Source: an optimization exercise on an open RTL-to-GDS flow (aim: small area). Production flows keep margins and buffers that such runs may drop. The RTL was checked by simulation tests, not by an equivalence proof against the original design. No activity file was given, so power comes from the tool's default toggle rates.

==> flow/design.v <==
package bus_checker_pkg;
   localparam int ID_W = 8;
   typedef enum logic [1:0] {
      RES_PASS     = 2'd0,
      RES_NO_MATCH = 2'd1,
      RES_MISROUTE = 2'd2,
      RES_BAD_ID   = 2'd3
   } res_code_e;
endpackage
module bus_checker_sb #(
   parameter int DEPTH = 16,
   parameter int KW    = 10
) (
   input  logic [DEPTH-1:0][KW-1:0] key_i,
   input  logic [DEPTH-1:0]         valid_i,
   input  logic [KW-1:0]            srch_key_i,
   input  logic                     srch_ok_i,   
   input  logic                     srch_i,
   input  logic                     dst_ok_i,
   output logic [DEPTH-1:0]         first_o,     
   output logic [DEPTH-1:0]         shift_o,     
   output logic                     found_o,
   output logic                     remove_o
);
   logic [DEPTH-1:0] match, match_pre, hole_pre;
   bus_checker_cmp #(
      .DEPTH (DEPTH),
      .KW    (KW)
   ) u_cmp (
      .key_i      (key_i),
      .valid_i    (valid_i),
      .srch_key_i (srch_key_i),
      .match_o    (match)
   );
   always_comb begin
      match_pre[0] = match[0];
      hole_pre[0]  = !valid_i[0];
      first_o[0]   = match[0];
      for (int i = 1; i < DEPTH; i++) begin
         match_pre[i] = match_pre[i-1] | match[i];
         hole_pre[i]  = hole_pre[i-1] | !valid_i[i];
         first_o[i]   = match[i] & !match_pre[i-1];
      end
   end
   assign found_o  = srch_ok_i && match_pre[DEPTH-1];
   assign remove_o = srch_i && found_o && dst_ok_i;
   assign shift_o  = hole_pre;
endmodule
module bus_checker_rd #(
   parameter int DEPTH = 16,
   parameter int W     = 18
) (
   input  logic [DEPTH-1:0]        sel_i,
   input  logic [DEPTH-1:0][W-1:0] data_i,
   output logic [W-1:0]            data_o
);
   always_comb begin
      data_o = '0;
      for (int i = 0; i < DEPTH; i++)
         data_o = data_o | (data_i[i] & {W{sel_i[i]}});
   end
endmodule
module bus_checker_cmp #(
   parameter int DEPTH = 16,
   parameter int KW    = 10
) (
   input  logic [DEPTH-1:0][KW-1:0] key_i,
   input  logic [DEPTH-1:0]         valid_i,
   input  logic [KW-1:0]            srch_key_i,
   output logic [DEPTH-1:0]         match_o
);
   always_comb
      for (int i = 0; i < DEPTH; i++)
         match_o[i] = valid_i[i] && (key_i[i] == srch_key_i);
endmodule
module bus_checker
#(
   parameter int DRVRS   = 4,
   parameter int PCKG_SZ = 16,
   parameter int DEPTH   = 16,
   parameter int TS_W    = 16,
   localparam int SW = $clog2(DRVRS),
   localparam int IW = $clog2(DEPTH),
   localparam int CW = $clog2(DEPTH + 1)
) (
   input  logic               clk,
   input  logic               rst_n,
   input  logic               drv_valid,
   output logic               drv_ready,
   input  logic [SW-1:0]      drv_src,
   input  logic [PCKG_SZ-1:0] drv_data,
   input  logic               mon_valid,
   input  logic [SW-1:0]      mon_dst,
   input  logic [PCKG_SZ-1:0] mon_data,
   output logic               res_valid,
   output logic [1:0]         res_code,
   output logic [SW-1:0]      res_src,
   output logic [PCKG_SZ-1:0] res_data,
   output logic [TS_W-1:0]    res_latency,
   output logic [CW-1:0]      pending,
   output logic [15:0]        pass_cnt,
   output logic [15:0]        fail_cnt
);
   localparam int ID_W = bus_checker_pkg::ID_W;
   localparam int KW   = PCKG_SZ - ID_W + SW;
   logic [DEPTH-1:0][KW-1:0]   key_q;
   logic [DEPTH-1:0][SW-1:0]   src_q;
   logic [DEPTH-1:0][TS_W-1:0] ts_q;
   logic [DEPTH-1:0]           valid_q;
   logic [CW-1:0]              count_q;
   logic [DEPTH-1:0] first, shift, kept;
   logic [DEPTH-1:0][SW+TS_W-1:0] rd_data;
   logic [SW-1:0]      hit_src;
   logic [TS_W-1:0]    hit_ts;
   logic               found, remove;
   logic [TS_W-1:0]    now_q;
   logic               accept, bad_id, push, dst_ok;
   logic               res_valid_q;
   logic [1:0]         res_code_q, res_code_d;
   logic [SW-1:0]      res_src_q;
   logic [PCKG_SZ-1:0] res_data_q;
   logic [TS_W-1:0]    res_ts_q;
   logic [15:0]        pass_q, fail_q, fail_d;
   logic               mon_fail;
   assign drv_ready = !count_q[CW-1];
   assign accept    = drv_valid && drv_ready;
   assign bad_id    = accept && (drv_data[PCKG_SZ-1 -: ID_W-SW] != '0);
   assign push      = accept && !bad_id;
   assign dst_ok    = mon_data[PCKG_SZ-ID_W +: SW] == mon_dst;
   bus_checker_sb #(
      .DEPTH (DEPTH),
      .KW    (KW)
   ) u_srch (
      .key_i      (key_q),
      .valid_i    (valid_q),
      .srch_key_i (mon_data[KW-1:0]),
      .srch_ok_i  (mon_data[PCKG_SZ-1 -: ID_W-SW] == '0),
      .srch_i     (mon_valid),
      .dst_ok_i   (dst_ok),
      .first_o    (first),
      .shift_o    (shift),
      .found_o    (found),
      .remove_o   (remove)
   );
   always_comb
      for (int i = 0; i < DEPTH; i++)
         rd_data[i] = {src_q[i], ts_q[i]};
   bus_checker_rd #(
      .DEPTH (DEPTH),
      .W     (SW + TS_W)
   ) u_rd (
      .sel_i  (first),
      .data_i (rd_data),
      .data_o ({hit_src, hit_ts})
   );
   logic [CW-1:0] count_d;
   logic [CW:0]   cnt_up, cnt_dn;
   assign cnt_up[0] = push && !remove;
   assign cnt_dn[0] = remove && !push;
   for (genvar i = 0; i < CW; i++) begin : g_cnt
      assign count_d[i]  = count_q[i] ^ (cnt_up[i] | cnt_dn[i]);
      assign cnt_up[i+1] = cnt_up[i] & count_q[i];
      assign cnt_dn[i+1] = cnt_dn[i] & !count_q[i];
   end
   assign kept = valid_q & ~(first & {DEPTH{remove}});
   always_ff @(posedge clk or negedge rst_n) begin
      if (!rst_n) begin
         valid_q <= '0;
         count_q <= '0;
      end else begin
         for (int i = 0; i < DEPTH - 1; i++)
            valid_q[i] <= shift[i] ? kept[i+1] : !(remove && first[i]);
         valid_q[DEPTH-1] <= shift[DEPTH-1] ? push : !(remove && first[DEPTH-1]);
         count_q <= count_d;
      end
   end
   always_ff @(posedge clk) begin
      for (int i = 0; i < DEPTH - 1; i++)
         if (shift[i]) begin
            key_q[i] <= key_q[i+1];
            src_q[i] <= src_q[i+1];
            ts_q[i]  <= ts_q[i+1];
         end
      if (shift[DEPTH-1]) begin
         key_q[DEPTH-1] <= drv_data[KW-1:0];
         src_q[DEPTH-1] <= drv_src;
         ts_q[DEPTH-1]  <= now_q;
      end
   end
   always_comb begin
      if (!mon_valid)  res_code_d = bus_checker_pkg::RES_BAD_ID;
      else if (remove) res_code_d = bus_checker_pkg::RES_PASS;
      else if (found)  res_code_d = bus_checker_pkg::RES_MISROUTE;
      else             res_code_d = bus_checker_pkg::RES_NO_MATCH;
   end
   assign mon_fail = mon_valid && !remove;
   logic [TS_W-1:0] now_d;
   logic [TS_W:0]   now_c;
   logic [15:0]     pass_d, fail_s;
   logic [16:0]     pass_c, fail_c;
   logic            pass_inc;
   assign now_c[0] = 1'b1;
   for (genvar i = 0; i < TS_W; i++) begin : g_now
      assign now_d[i]   = now_q[i] ^ now_c[i];
      assign now_c[i+1] = now_q[i] & now_c[i];
   end
   assign pass_inc  = remove && !(&pass_q);
   assign pass_c[0] = pass_inc;
   for (genvar i = 0; i < 16; i++) begin : g_pass
      assign pass_d[i]   = pass_q[i] ^ pass_c[i];
      assign pass_c[i+1] = pass_q[i] & pass_c[i];
   end
   logic fail_top, fail_a, fail_b;
   assign fail_top = &fail_q[15:1];                          
   assign fail_a   = mon_fail && !(fail_top && fail_q[0]);
   assign fail_b   = bad_id && !(fail_top && (fail_q[0] || mon_fail));
   assign fail_s[0]  = fail_q[0] ^ fail_a ^ fail_b;
   assign fail_c[0]  = 1'b0;
   assign fail_c[1]  = (fail_q[0] & fail_a) | (fail_q[0] & fail_b) | (fail_a & fail_b);
   for (genvar i = 1; i < 16; i++) begin : g_fail
      assign fail_s[i]   = fail_q[i] ^ fail_c[i];
      assign fail_c[i+1] = fail_q[i] & fail_c[i];
   end
   assign fail_d = fail_s;
   always_ff @(posedge clk or negedge rst_n) begin
      if (!rst_n) begin
         now_q       <= '0;
         res_valid_q <= 1'b0;
         pass_q      <= '0;
         fail_q      <= '0;
      end else begin
         now_q       <= now_d;
         res_valid_q <= mon_valid || bad_id;
         pass_q      <= pass_d;
         fail_q      <= fail_d;
      end
   end
   always_ff @(posedge clk) begin
      res_code_q <= res_code_d;
      res_src_q  <= remove ? hit_src : '0;
      res_ts_q   <= hit_ts;
      res_data_q <= mon_valid ? mon_data : drv_data;
   end
   logic [TS_W-1:0] lat_s;
   logic [TS_W:0]   lat_c;
   assign lat_c[0] = 1'b0;
   for (genvar i = 0; i < TS_W; i++) begin : g_lat
      assign lat_s[i]   = now_q[i] ^ !res_ts_q[i] ^ lat_c[i];
      assign lat_c[i+1] = (now_q[i] & !res_ts_q[i]) | (lat_c[i] & (now_q[i] ^ !res_ts_q[i]));
   end
   assign res_latency = res_code_q == bus_checker_pkg::RES_PASS ? lat_s : '0;
   assign pending     = count_q;
   assign res_valid   = res_valid_q;
   assign res_code    = res_code_q;
   assign res_src     = res_src_q;
   assign res_data    = res_data_q;
   assign pass_cnt    = pass_q;
   assign fail_cnt    = fail_q;
endmodule
export LEC_CHECK = 0
export CAP_MARGIN = 20
export CORE_MARGIN = 2
export CORE_UTILIZATION = 40
export PLACE_DENSITY = 0.9
export SLEW_MARGIN = 20
export SYNTH_HIERARCHICAL = 1
create_clock -name core_clock -period 10.0 [get_ports {clk}]
standard.sh (not shown) runs the stock make flow with config.mk's settings and CLKGATE_MAP_FILE= SYNTH_SCRIPT=/design/flow/synth_recipe.tcl, a recipe that flattens the netlist after the stock synthesis.
==> flow/flow/run.sh <==
#!/bin/bash
# The standard layout (standard.sh, synthesis unchanged) with two changes:
# - every port still gets a buffer, but a plain buf_1 (the resizer upsizes it
#   where needed) instead of the larger default;
# - CTS builds its tree from clkbuf_4 only, with clusters of up to 10 sinks
#   within 40 um, and without dummy loads.
# Each tool's full output stays in orfs/logs; make's own output goes to
# standard_flow.log.
set -euo pipefail
bash standard.sh \
  "BUFFER_PORTS_ARGS=-buffer_cell sky130_fd_sc_hd__buf_1" \
  "CTS_ARGS=-sink_clustering_enable -repair_clock_nets -dont_use_dummy_load -buf_list sky130_fd_sc_hd__clkbuf_4 -sink_clustering_size 10 -sink_clustering_max_diameter 40" \
  finish > standard_flow.log 2>&1
==> next run, changes <==
--- a/flow/design.v
+++ b/flow/design.v
@@ -13,5 +13,5 @@
 ) (
    input  logic [DEPTH-1:0][KW-1:0] key_i,
-   input  logic [DEPTH-1:0]         valid_i,
+   input  logic [DEPTH-1:0]         empty_i,
    input  logic [KW-1:0]            srch_key_i,
    input  logic                     srch_ok_i,   
@@ -29,5 +29,5 @@
    ) u_cmp (
       .key_i      (key_i),
-      .valid_i    (valid_i),
+      .empty_i    (empty_i),
       .srch_key_i (srch_key_i),
       .match_o    (match)
@@ -35,9 +35,9 @@
    always_comb begin
       match_pre[0] = match[0];
-      hole_pre[0]  = !valid_i[0];
+      hole_pre[0]  = empty_i[0];
       first_o[0]   = match[0];
       for (int i = 1; i < DEPTH; i++) begin
          match_pre[i] = match_pre[i-1] | match[i];
-         hole_pre[i]  = hole_pre[i-1] | !valid_i[i];
+         hole_pre[i]  = hole_pre[i-1] | empty_i[i];
          first_o[i]   = match[i] & !match_pre[i-1];
       end
@@ -66,5 +66,5 @@
 ) (
    input  logic [DEPTH-1:0][KW-1:0] key_i,
-   input  logic [DEPTH-1:0]         valid_i,
+   input  logic [DEPTH-1:0]         empty_i,
    input  logic [KW-1:0]            srch_key_i,
    output logic [DEPTH-1:0]         match_o
@@ -72,5 +72,5 @@
    always_comb
       for (int i = 0; i < DEPTH; i++)
-         match_o[i] = valid_i[i] && (key_i[i] == srch_key_i);
+         match_o[i] = !empty_i[i] && (key_i[i] == srch_key_i);
 endmodule
 module bus_checker
@@ -107,7 +107,7 @@
    logic [DEPTH-1:0][SW-1:0]   src_q;
    logic [DEPTH-1:0][TS_W-1:0] ts_q;
-   logic [DEPTH-1:0]           valid_q;
+   logic [DEPTH-1:0]           empty_q;        
    logic [CW-1:0]              count_q;
-   logic [DEPTH-1:0] first, shift, kept;
+   logic [DEPTH-1:0] first, shift, gone;
    logic [DEPTH-1:0][SW+TS_W-1:0] rd_data;
    logic [SW-1:0]      hit_src;
@@ -133,5 +133,5 @@
    ) u_srch (
       .key_i      (key_q),
-      .valid_i    (valid_q),
+      .empty_i    (empty_q),
       .srch_key_i (mon_data[KW-1:0]),
       .srch_ok_i  (mon_data[PCKG_SZ-1 -: ID_W-SW] == '0),
@@ -163,13 +163,13 @@
       assign cnt_dn[i+1] = cnt_dn[i] & !count_q[i];
    end
-   assign kept = valid_q & ~(first & {DEPTH{remove}});
+   assign gone = empty_q | (first & {DEPTH{remove}});
    always_ff @(posedge clk or negedge rst_n) begin
       if (!rst_n) begin
-         valid_q <= '0;
+         empty_q <= '1;
          count_q <= '0;
       end else begin
          for (int i = 0; i < DEPTH - 1; i++)
-            valid_q[i] <= shift[i] ? kept[i+1] : !(remove && first[i]);
-         valid_q[DEPTH-1] <= shift[DEPTH-1] ? push : !(remove && first[DEPTH-1]);
+            empty_q[i] <= shift[i] ? gone[i+1] : remove && first[i];
+         empty_q[DEPTH-1] <= shift[DEPTH-1] ? !push : remove && first[DEPTH-1];
          count_q <= count_d;
       end
After rerunning: The changed run completed with no timing, DRC or antenna violations. Routed wire length drops by a few percent. Register-to-register slack is worse by 430 ps. Clock power stays flat. Design area is about the same. Global-route usage drops by 0.56 points. Hold slack is better by 13 ps. Clock-buffer cell count climbs by 1. Combinational power climbs by roughly a tenth. Setup slack is better by 88 ps. Die area drops slightly. Via count drops by a few percent.

==> what the ideal ports hide <==
No port has a modelled driver above. Below, the same layouts with a new extraction and two added sets of constraints.
Step 1 sets driving cells, clkbuf_16 on the clock port and buf_2 on the other inputs (assumed; they add their load-dependent delay and slew).
Step 2 adds t to the input delays and takes it off the output delays; t is the mean of the earliest and latest rising clock arrival at the registers after step 1. Input paths then give back, and output paths get back, about the clock's delay inside the block.
Three values: no drivers, after step 1, after step 2; two values: the first two.
run	shift t [ns]	setup slack, ns	clock arrival spread, ns	cell pins on the clock port's net
the first run	0.750	0.299 / 0.251 / 1.001	0.111 / 0.111	1
the second run	0.752	0.387 / 0.339 / 1.091	0.140 / 0.139	1
After both steps every run listed still meets setup and hold.
